This design comes from an exercise in tuning for small area, a short achievable clock period and few clock cycles per item on the open sky130 flow, not from production work.
Where RTL was checked, it was by simulation tests only, not by an equivalence proof against the original.
Power and IR drop assume default switching activity.

==> wip/cedar: inputs <==
==> flow/design.v (excerpt) <==
module bitmap_table_with_find_first_unit (
   input  logic        clock,
   input  logic        reset,
   input  logic        req_valid,
   output logic        req_ready,
   input  logic [2:0]  req_type,
   input  logic [9:0]  req_position,
   input  logic [7:0]  req_value,
   output logic        rsp_valid,
   input  logic        rsp_ready,
   output logic        rsp_bit_value,
   output logic        rsp_found,
   output logic [9:0]  rsp_found_position,
   output logic        rsp_all_equal,
   output logic        rsp_bad_position,
   input  logic        csr_psel,
   input  logic        csr_penable,
   input  logic        csr_pwrite,
   input  logic [2:0]  csr_paddr,
   input  logic [31:0] csr_pwdata,
   output logic [31:0] csr_prdata,
   output logic        csr_pready
);
Settings: LEC_CHECK=0, CAP_MARGIN=30, CELL_PAD_IN_SITES_DETAIL_PLACEMENT=1, CELL_PAD_IN_SITES_GLOBAL_PLACEMENT=2, CORE_MARGIN=2, CORE_UTILIZATION=35, CTS_CLUSTER_DIAMETER=60, CTS_CLUSTER_SIZE=24, PLACE_DENSITY=0.45, SETUP_SLACK_MARGIN=3.5, SLEW_MARGIN=30; clock period 7.0 ns.
run.sh (not shown) runs the stock make flow with config.mk's settings and CLKGATE_MAP_FILE= SYNTH_SCRIPT=/design/flow/synth_recipe.tcl, a recipe that flattens the netlist after the stock synthesis.
==> wip/ember (differences from wip/cedar) <==
- CORE_UTILIZATION: 35 -> 45
- PLACE_DENSITY: 0.45 -> 0.65
- SETUP_SLACK_MARGIN: 3.5 -> 3.75
==> qor summary <==
metric                                                              wip/ember                wip/cedar
Run status                                            complete, no violations  complete, no violations
Fillcell total                                                          12700                    16800
R2r endpoint                                                         w_all[5]                   s1_bit
Comb power frac                                                         13.0%                    12.3%
Latest clock arrival within the worst-skew pair                       0.81 ns                  0.83 ns
Repair and plain buffers                                                  409                      386
Period utilization                                                      50.2%                    50.8%
Number of placed instances, taps included                                6203                     6654
P_int                                                                13700 µW                 14600 µW
Fraction of layout cells with a size suffix above 1                     17.7%                    17.0%
Placed Area                                                         62600 µm²                63200 µm²
Routed len/inst                                                       47.6 µm                  48.4 µm
All-Layer GR Usage                                                      46.0%                    39.0%
Clock buffer and inverter area fraction after layout                    6.02%                    7.00%
Cell count of the worst reg-to-reg path                                    13                       10
Routed via count divided by cell count                                   7.68                     7.07
Levels on crit path                                                        13                       10
Storage element area                                                38700 µm²                38800 µm²
Non-clock buffer share of cell area                                     6.47%                    5.53%
Testbench counts of wip/cedar, summed over its fixed seeds: cycles 6,432, requests 6,400.
Testbench counts of wip/ember, summed over its fixed seeds: cycles 6,432, requests 6,400.

==> v33: inputs <==
==> flow/design.v <==
`timescale 1ns / 1ps
package bmff_pkg;
   localparam int MAX_BITS   = 1024;
   localparam int WORD_BITS  = 32;
   localparam int WORD_COUNT = (MAX_BITS + WORD_BITS - 1) / WORD_BITS;
   localparam int WORD_AW    = $clog2(WORD_COUNT);
   localparam int OFF_W      = $clog2(WORD_BITS);
   localparam int POS_W      = 10;
   localparam int CNT_W      = 11;
   localparam int VAL_W      = 8;
   localparam int CODE_W     = 3;
   localparam int CSR_AW     = 3;
   localparam int CSR_DW     = 32;
   localparam logic [CNT_W-1:0]     BIT_COUNT_RESET = CNT_W'(MAX_BITS);
   localparam logic [WORD_BITS-1:0] TOP_BIT         = {1'b1, {(WORD_BITS-1){1'b0}}};
   localparam logic [WORD_BITS-1:0] ALL_ONES        = {WORD_BITS{1'b1}};
   localparam logic REG_BIT_COUNT = 1'b0;
   typedef enum logic [CODE_W-1:0] {
      REQ_READ  = 3'd0,
      REQ_WRITE = 3'd1,
      REQ_FILL  = 3'd2,
      REQ_TEST  = 3'd3,
      REQ_FIND  = 3'd4
   } req_code_type;
   typedef enum logic [2:0] {
      ST_IDLE,
      ST_DECODE,
      ST_READ,
      ST_WRITE,
      ST_FILL,
      ST_SCAN,
      ST_DONE
   } state_type;
   typedef struct packed {
      logic capture;
      logic mem_rd;
      logic idx_step;
      logic latch_bit;
      logic write_bit;
      logic fill_word;
      logic scan_eval;
      logic load_rsp;
   } ctrl_cmd_type;
   typedef struct packed {
      logic [CODE_W-1:0] req_code;
      logic              bad;
      logic              val_ok;
      logic              n_zero;
      logic              idx_last;
      logic              scan_stop;
      logic              rsp_pending;
   } dp_status_type;
endpackage
`timescale 1ns / 1ps
module bmff_csr (
   input  logic        clock,
   input  logic        reset,
   input  logic        csr_psel,
   input  logic        csr_penable,
   input  logic        csr_pwrite,
   input  logic [2:0]  csr_paddr,
   input  logic [31:0] csr_pwdata,
   output logic [31:0] csr_prdata,
   output logic        csr_pready,
   output logic [10:0] bit_count,
   output logic        n_full,      
   output logic        n_zero,      
   output logic [4:0]  last_w,      
   output logic [4:0]  last_b       
);
   logic [10:0] bit_count_ff;
   logic        n_full_ff, n_zero_ff;
   logic [4:0]  last_w_ff, last_b_ff;
   logic [10:0] wd;
   logic [9:0]  wd_m1;
   assign wd = csr_pwdata[10:0];
   logic borrow;
   always_comb begin
      borrow = 1'b1;
      for (int i = 0; i < 10; i++) begin
         wd_m1[i] = wd[i] ^ borrow;
         borrow   = borrow && !wd[i];
      end
   end
   always_ff @(posedge clock) begin
      if (reset) begin
         bit_count_ff <= 11'd1024;
         n_full_ff    <= 1'b1;
         n_zero_ff    <= 1'b0;
         last_w_ff    <= 5'd31;
         last_b_ff    <= 5'd31;
      end else if (csr_psel && csr_penable && csr_pwrite && !csr_paddr[2]) begin
         bit_count_ff <= wd;
         n_full_ff    <= wd[10];
         n_zero_ff    <= (wd == 11'd0);
         last_w_ff    <= wd[10] ? 5'd31 : wd_m1[9:5];
         last_b_ff    <= wd[10] ? 5'd31 : wd_m1[4:0];
      end
   end
   assign csr_pready = 1'b1;
   assign csr_prdata = csr_paddr[2] ? 32'd0 : {21'd0, bit_count_ff};
   assign bit_count  = bit_count_ff;
   assign n_full     = n_full_ff;
   assign n_zero     = n_zero_ff;
   assign last_w     = last_w_ff;
   assign last_b     = last_b_ff;
endmodule
`timescale 1ns / 1ps
`timescale 1ns / 1ps
`timescale 1ns / 1ps
module bitmap_table_with_find_first_unit (
   input  logic        clock,
   input  logic        reset,
   input  logic        req_valid,
   output logic        req_ready,
   input  logic [2:0]  req_type,
   input  logic [9:0]  req_position,
   input  logic [7:0]  req_value,
   output logic        rsp_valid,
   input  logic        rsp_ready,
   output logic        rsp_bit_value,
   output logic        rsp_found,
   output logic [9:0]  rsp_found_position,
   output logic        rsp_all_equal,
   output logic        rsp_bad_position,
   input  logic        csr_psel,
   input  logic        csr_penable,
   input  logic        csr_pwrite,
   input  logic [2:0]  csr_paddr,
   input  logic [31:0] csr_pwdata,
   output logic [31:0] csr_prdata,
   output logic        csr_pready
);
   function automatic logic [5:0] first32(input logic [31:0] x);
      logic [4:0]  c;
      logic [31:0] v;
      v = x;
      c = '0;
      if (v[15:0] == '0) begin c[4] = 1'b1; v = v >> 16; end
      if (v[7:0] == '0)  begin c[3] = 1'b1; v = v >> 8;  end
      if (v[3:0] == '0)  begin c[2] = 1'b1; v = v >> 4;  end
      if (v[1:0] == '0)  begin c[1] = 1'b1; v = v >> 2;  end
      if (!v[0])         begin c[0] = 1'b1;              end
      first32 = {|x, c};
   endfunction
   function automatic logic lt10(input logic [9:0] a, input logic [9:0] b);
      logic r;
      r = 1'b0;
      for (int i = 0; i < 10; i++) begin
         r = (!a[i] && b[i]) || ((a[i] == b[i]) && r);
      end
      lt10 = r;
   endfunction
   function automatic logic lt5(input logic [4:0] a, input logic [4:0] b);
      logic r;
      r = 1'b0;
      for (int i = 0; i < 5; i++) begin
         r = (!a[i] && b[i]) || ((a[i] == b[i]) && r);
      end
      lt5 = r;
   endfunction
   logic [10:0] bit_count;
   logic        n_full, n_zero;
   logic [4:0]  last_w, last_b;
   bmff_csr u_csr (
      .clock       (clock),
      .reset       (reset),
      .csr_psel    (csr_psel),
      .csr_penable (csr_penable),
      .csr_pwrite  (csr_pwrite),
      .csr_paddr   (csr_paddr),
      .csr_pwdata  (csr_pwdata),
      .csr_prdata  (csr_prdata),
      .csr_pready  (csr_pready),
      .bit_count   (bit_count),
      .n_full      (n_full),
      .n_zero      (n_zero),
      .last_w      (last_w),
      .last_b      (last_b)
   );
   logic [31:0] tail_mask;    
   logic [31:0] w_used;       
   always_comb begin
      for (int b = 0; b < 32; b++) begin
         tail_mask[b] = !lt5(last_b, 5'(b));
      end
      for (int w = 0; w < 32; w++) begin
         w_used[w] = !lt5(last_w, 5'(w));
      end
   end
   logic [2:0] occ;        
   logic       ready_ff;
   logic       acc, take;
   logic [2:0] occ_in;
   assign req_ready = ready_ff;
   assign acc       = req_valid && ready_ff;
   assign take      = rsp_valid && rsp_ready;
   assign occ_in    = occ + {2'd0, acc} - {2'd0, take};
   always_ff @(posedge clock) begin
      if (reset) begin
         occ      <= 3'd0;
         ready_ff <= 1'b1;
      end else begin
         occ      <= occ_in;
         ready_ff <= (occ_in != 3'd5);
      end
   end
   logic       s0_v, s0_vok, s0_v0, s0_tgt, s0_bad;
   logic [2:0] s0_type;
   logic [4:0] s0_sw, s0_sb;
   logic [31:0] s0_sw_oh;       
   logic       in_test, in_vok;
   assign in_test = (req_type == 3'd3);
   assign in_vok  = (req_value[7:1] == 7'd0);
   always_ff @(posedge clock) begin
      if (reset) begin
         s0_v <= 1'b0;
      end else begin
         s0_v <= acc;
      end
      s0_type <= req_type;
      s0_sw   <= in_test ? 5'd0 : req_position[9:5];
      s0_sb   <= in_test ? 5'd0 : req_position[4:0];
      for (int w = 0; w < 32; w++) begin
         s0_sw_oh[w] <= in_test ? (w == 0) : (req_position[9:5] == 5'(w));
      end
      s0_vok  <= in_vok;
      s0_v0   <= req_value[0];
      s0_tgt  <= (req_type == 3'd0) ? 1'b1 : (in_test ? !req_value[0] : req_value[0]);
      s0_bad  <= !n_full && !lt10(req_position, bit_count[9:0]);
   end
   logic [31:0] tbl [0:31];
   logic [31:0] w_any, w_all;    
   logic        is_read, is_write, is_fill, is_test, is_find;
   logic        vok, v0, bad, tgt;
   logic [4:0]  sw, sb;
   assign is_read  = (s0_type == 3'd0);
   assign is_write = (s0_type == 3'd1);
   assign is_fill  = (s0_type == 3'd2);
   assign is_test  = (s0_type == 3'd3);
   assign is_find  = (s0_type == 3'd4);
   assign vok      = s0_vok;
   assign v0       = s0_v0;
   assign bad      = s0_bad;
   assign tgt      = s0_tgt;
   assign sw       = s0_sw;
   assign sb       = s0_sb;
   logic [31:0] a_word, a_hit;
   logic        a_bit;
   always_comb begin
      a_word = '0;
      for (int w = 0; w < 32; w++) begin
         a_word = a_word | (tbl[w] & {32{s0_sw_oh[w]}});
      end
      a_bit  = a_word[sb];
      for (int b = 0; b < 32; b++) begin
         a_hit[b] = (a_word[b] == tgt) && !lt5(5'(b), sb) &&
                    ((sw != last_w) || tail_mask[b]);
      end
   end
   logic [31:0] w_cand, w_before, w_first_oh;
   logic        w_found;
   always_comb begin
      for (int w = 0; w < 32; w++) begin
         w_cand[w] = (tgt ? w_any[w] : !w_all[w]) && lt5(sw, 5'(w)) && w_used[w];
      end
      w_before = {w_cand[30:0], 1'b0};
      w_before = w_before | {w_before[30:0], 1'b0};
      w_before = w_before | {w_before[29:0], 2'b0};
      w_before = w_before | {w_before[27:0], 4'b0};
      w_before = w_before | {w_before[23:0], 8'b0};
      w_before = w_before | {w_before[15:0], 16'b0};
      w_first_oh = w_cand & ~w_before;
      w_found    = |w_cand;
   end
   logic        wr_en, fill_en;
   logic [31:0] word_en, new_word, sb_oh;
   assign wr_en   = s0_v && is_write && !bad;
   assign fill_en = s0_v && is_fill && vok && !n_zero;
   always_comb begin
      for (int w = 0; w < 32; w++) begin
         word_en[w] = reset || (wr_en && s0_sw_oh[w]) || (fill_en && w_used[w]);
      end
      for (int b = 0; b < 32; b++) begin
         if (reset || !vok) begin
            new_word[b] = 1'b0;
         end else if (is_fill || sb_oh[b]) begin
            new_word[b] = v0;
         end else begin
            new_word[b] = a_word[b];
         end
      end
   end
   logic        new_any, new_all;
   always_comb begin
      for (int b = 0; b < 32; b++) begin
         sb_oh[b] = (sb == 5'(b));
      end
      if (reset || !vok) begin
         new_any = 1'b0;
         new_all = 1'b0;
      end else if (is_fill) begin
         new_any = v0;
         new_all = v0;
      end else begin
         new_any = v0 || |(a_word & ~sb_oh);
         new_all = v0 && &(a_word | sb_oh);
      end
   end
   always_ff @(posedge clock) begin
      for (int w = 0; w < 32; w++) begin
         if (word_en[w]) begin
            tbl[w]   <= new_word;
            w_any[w] <= new_any;
            w_all[w] <= new_all;
         end
      end
   end
   logic        s1_v, s1_read, s1_find, s1_test, s1_bad, s1_vok, s1_tgt, s1_bit, s1_bany;
   logic [4:0]  s1_sw;
   logic [31:0] s1_ahit, s1_bw_oh;
   always_ff @(posedge clock) begin
      if (reset) begin
         s1_v <= 1'b0;
      end else begin
         s1_v <= s0_v;
      end
      s1_read  <= is_read;
      s1_find  <= is_find;
      s1_test  <= is_test;
      s1_bad   <= bad && (is_read || is_write || is_find);
      s1_vok   <= vok;
      s1_tgt   <= tgt;
      s1_bit   <= a_bit;
      s1_sw    <= sw;
      s1_ahit  <= a_hit;
      s1_bany  <= w_found;
      s1_bw_oh <= w_first_oh;
   end
   logic [31:0] b_word, b_hit;
   logic [5:0]  a_first;
   logic [4:0]  s1_bw;
   logic        b_last;
   always_comb begin
      b_word = '0;
      for (int w = 0; w < 32; w++) begin
         b_word = b_word | (tbl[w] & {32{s1_bw_oh[w]}});
      end
      for (int b = 0; b < 32; b++) begin
         b_hit[b] = (b_word[b] == s1_tgt) && (!b_last || tail_mask[b]);
      end
      a_first = first32(s1_ahit);
      s1_bw   = '0;
      b_last  = 1'b0;
      for (int w = 0; w < 32; w++) begin
         s1_bw  = s1_bw | (5'(w) & {5{s1_bw_oh[w]}});
         b_last = b_last || (s1_bw_oh[w] && (last_w == 5'(w)));
      end
   end
   logic        s2_v, s2_read, s2_find, s2_test, s2_bad, s2_vok, s2_bit, s2_bany, s2_aany;
   logic [4:0]  s2_sw, s2_bw, s2_apos;
   logic [31:0] s2_bhit;
   always_ff @(posedge clock) begin
      if (reset) begin
         s2_v <= 1'b0;
      end else begin
         s2_v <= s1_v;
      end
      s2_read <= s1_read;
      s2_find <= s1_find;
      s2_test <= s1_test;
      s2_bad  <= s1_bad;
      s2_vok  <= s1_vok;
      s2_bit  <= s1_bit;
      s2_bany <= s1_bany;
      s2_aany <= a_first[5];
      s2_apos <= a_first[4:0];
      s2_sw   <= s1_sw;
      s2_bw   <= s1_bw;
      s2_bhit <= b_hit;
   end
   logic [5:0] b_first;
   logic       f_any;
   logic [9:0] f_pos;
   always_comb begin
      b_first = first32(s2_bhit);
      f_any   = s2_aany || (s2_bany && b_first[5]);
      f_pos   = s2_aany ? {s2_sw, s2_apos} : {s2_bw, b_first[4:0]};
   end
   logic       r_bit, r_found, r_all;
   logic [9:0] r_pos;
   assign r_bit   = s2_read && !s2_bad && s2_bit;
   assign r_found = s2_find && !s2_bad && s2_vok && f_any;
   assign r_pos   = r_found ? f_pos : 10'd0;
   assign r_all   = s2_test && (n_zero || (s2_vok && !f_any));
   logic [13:0] q_data [0:4];
   logic [13:0] r_data;
   logic [2:0]  q_cnt;
   logic [2:0]  q_cnt_in;
   logic        rsp_valid_ff;
   assign r_data   = {r_bit, r_found, r_pos, r_all, s2_bad};
   assign q_cnt_in = q_cnt + {2'd0, s2_v} - {2'd0, take};
   always_ff @(posedge clock) begin
      if (reset) begin
         q_cnt        <= 3'd0;
         rsp_valid_ff <= 1'b0;
      end else begin
         q_cnt        <= q_cnt_in;
         rsp_valid_ff <= (q_cnt_in != 3'd0);
      end
      for (int i = 0; i < 5; i++) begin
         if (take) begin
            if (s2_v && (q_cnt == 3'(i + 1))) begin
               q_data[i] <= r_data;
            end else if (i < 4) begin
               q_data[i] <= q_data[i < 4 ? i + 1 : i];
            end
         end else if (s2_v && (q_cnt == 3'(i))) begin
            q_data[i] <= r_data;
         end
      end
   end
   assign rsp_valid          = rsp_valid_ff;
   assign rsp_bit_value      = q_data[0][13];
   assign rsp_found          = q_data[0][12];
   assign rsp_found_position = q_data[0][11:2];
   assign rsp_all_equal      = q_data[0][1];
   assign rsp_bad_position   = q_data[0][0];
endmodule
==> flow/run.sh <==
#!/bin/bash
# synth_recipe.tcl (not shown) runs the flow's synth.tcl, then flattens the netlist and writes it again
# the make line also repeats each setting of config.mk as NAME=value (left out here)
make -C /OpenROAD-flow-scripts/flow DESIGN_CONFIG=/design/flow/config.mk WORK_HOME=/design/flow/orfs CLKGATE_MAP_FILE= SYNTH_SCRIPT=/design/flow/synth_recipe.tcl finish
==> flow/config.mk <==
export PLATFORM = sky130hd
export DESIGN_NAME = bitmap_table_with_find_first_unit
export DESIGN_NICKNAME = bitmap_table_with_find_first_unit
export VERILOG_FILES = /design/flow/design.v
export SDC_FILE = /design/flow/constraint.sdc
export NUM_CORES = 4
export LEC_CHECK = 0
export CAP_MARGIN = 30
export CELL_PAD_IN_SITES_DETAIL_PLACEMENT = 1
export CELL_PAD_IN_SITES_GLOBAL_PLACEMENT = 2
export CORE_MARGIN = 2
export CORE_UTILIZATION = 35
export CTS_CLUSTER_DIAMETER = 80
export CTS_CLUSTER_SIZE = 30
export PLACE_DENSITY = 0.45
export SETUP_SLACK_MARGIN = 3.5
export SLEW_MARGIN = 30
==> flow/constraint.sdc <==
create_clock -name core_clock -period 7.0 [get_ports {clock}]
set_input_delay 1.4000 -clock core_clock [delete_from_list [all_inputs] [get_ports {clock}]]
set_output_delay 1.4000 -clock core_clock [all_outputs]
set_load 0.01 [all_outputs]
==> v1: changes against v33 <==
--- a/flow/design.v
+++ b/flow/design.v
@@ -274,4 +274,8 @@
       w_found    = |w_cand;
    end
+   logic clear;
+   always_ff @(posedge clock) begin
+      clear <= reset;
+   end
    logic        wr_en, fill_en;
    logic [31:0] word_en, new_word, sb_oh;
@@ -280,8 +284,8 @@
    always_comb begin
       for (int w = 0; w < 32; w++) begin
-         word_en[w] = reset || (wr_en && s0_sw_oh[w]) || (fill_en && w_used[w]);
+         word_en[w] = clear || (wr_en && s0_sw_oh[w]) || (fill_en && w_used[w]);
       end
       for (int b = 0; b < 32; b++) begin
-         if (reset || !vok) begin
+         if (clear || !vok) begin
             new_word[b] = 1'b0;
          end else if (is_fill || sb_oh[b]) begin
@@ -297,5 +301,5 @@
          sb_oh[b] = (sb == 5'(b));
       end
-      if (reset || !vok) begin
+      if (clear || !vok) begin
          new_any = 1'b0;
          new_all = 1'b0;
CAP_MARGIN = 25   (was 30)
CORE_UTILIZATION = 45   (was 35)
PLACE_DENSITY = 0.65   (was 0.45)
SLEW_MARGIN = 25   (was 30)
==> run notes <==
item                                                                              v33              v1
Clock sinks                                                                      1369            1370
Clk pwr share                                                                   0.349           0.309
Non-Filler Instances                                                             6956            6397
Area of the die                                                            170000 um2      133000 um2
Post-synthesis xor/xnor area fraction                                          0.0110          0.0111
Worst clock skew on the final layout                                          67.4 ps         47.8 ps
Seq. cell area                                                              38800 um2       38700 um2
Met1 capacity usage during global routing                                       0.531           0.588
Total Nets Final                                                                 4764            4678
Internal power summed over all cells                                          13.1 mW         12.5 mW
Area fraction of clock buffers and clock inverters                             0.0518          0.0409
Source of the worst register-to-register timing path                     s0_sw_oh[13]     s1_bw_oh[3]
WL met2                                                                     148000 um       126000 um
Total power density per cell area                                          273 nW/um2      269 nW/um2
Count of buffering cells on the critical path with inverters included               4               2
Die Wd                                                                         412 um          364 um
Multi-input gate share of total cell area                                       0.279           0.288
Non-clk buf share                                                              0.0704          0.0509
Share of total power consumed by net switching                                  0.313           0.297
Flip-flop and latch share of the layout cell area                               0.557           0.585
Sum of routed wire segments on met1                                         135000 um       111000 um
Clock insertion delay at the later pin of the skew report                      800 ps          770 ps
Clkbuf count                                                                       98              81
Result of the run                                                      finished clean  finished clean
Largest net degree at the start of global routing                                  52              65
Testbench counts of v1, summed over its fixed seeds: cycles 6,432, requests 6,400.
No functional check of the RTL was part of v33.

[port drivers added, routing unchanged]
Ports are ideal in the flow. The routed layouts listed here were re-timed in OpenROAD. Step 1, drivers: a clkbuf_16 drives clock and a buf_2 each remaining input, both assumed. Step 2 adds t to the input delays and takes it off the output delays; t is the mean of the earliest and latest rising clock arrival at the registers after step 1. Input paths then give back, and output paths get back, about the clock's delay inside the block. a / b / c = no drivers / after step 1 / after step 2; a / b = the first two.
run | t, ns | setup WS [ns] | hold WS [ns] | worst setup path after step 2 | worst register clock-pin slew, ns
wip/cedar | 0.899 | 3.447 / 3.447 / 2.847 | 0.324 / 0.324 / 0.324 | input to register | 0.08 / 0.08
wip/ember | 0.857 | 3.483 / 3.483 / 3.077 | 0.327 / 0.327 / 0.327 | input to register | 0.10 / 0.10
v33 | 0.854 | 3.144 / 3.144 / 2.608 | 0.326 / 0.326 / 0.326 | input to register | 0.12 / 0.12
v1 | 0.824 | 3.323 / 3.323 / 2.996 | 0.323 / 0.323 / 0.323 | input to register | 0.12 / 0.12
After both steps setup and hold are still met in every run listed. The setup slack of wip/cedar, which loses most, moves by 0.000 ns with the drivers and by -0.600 ns with both steps.
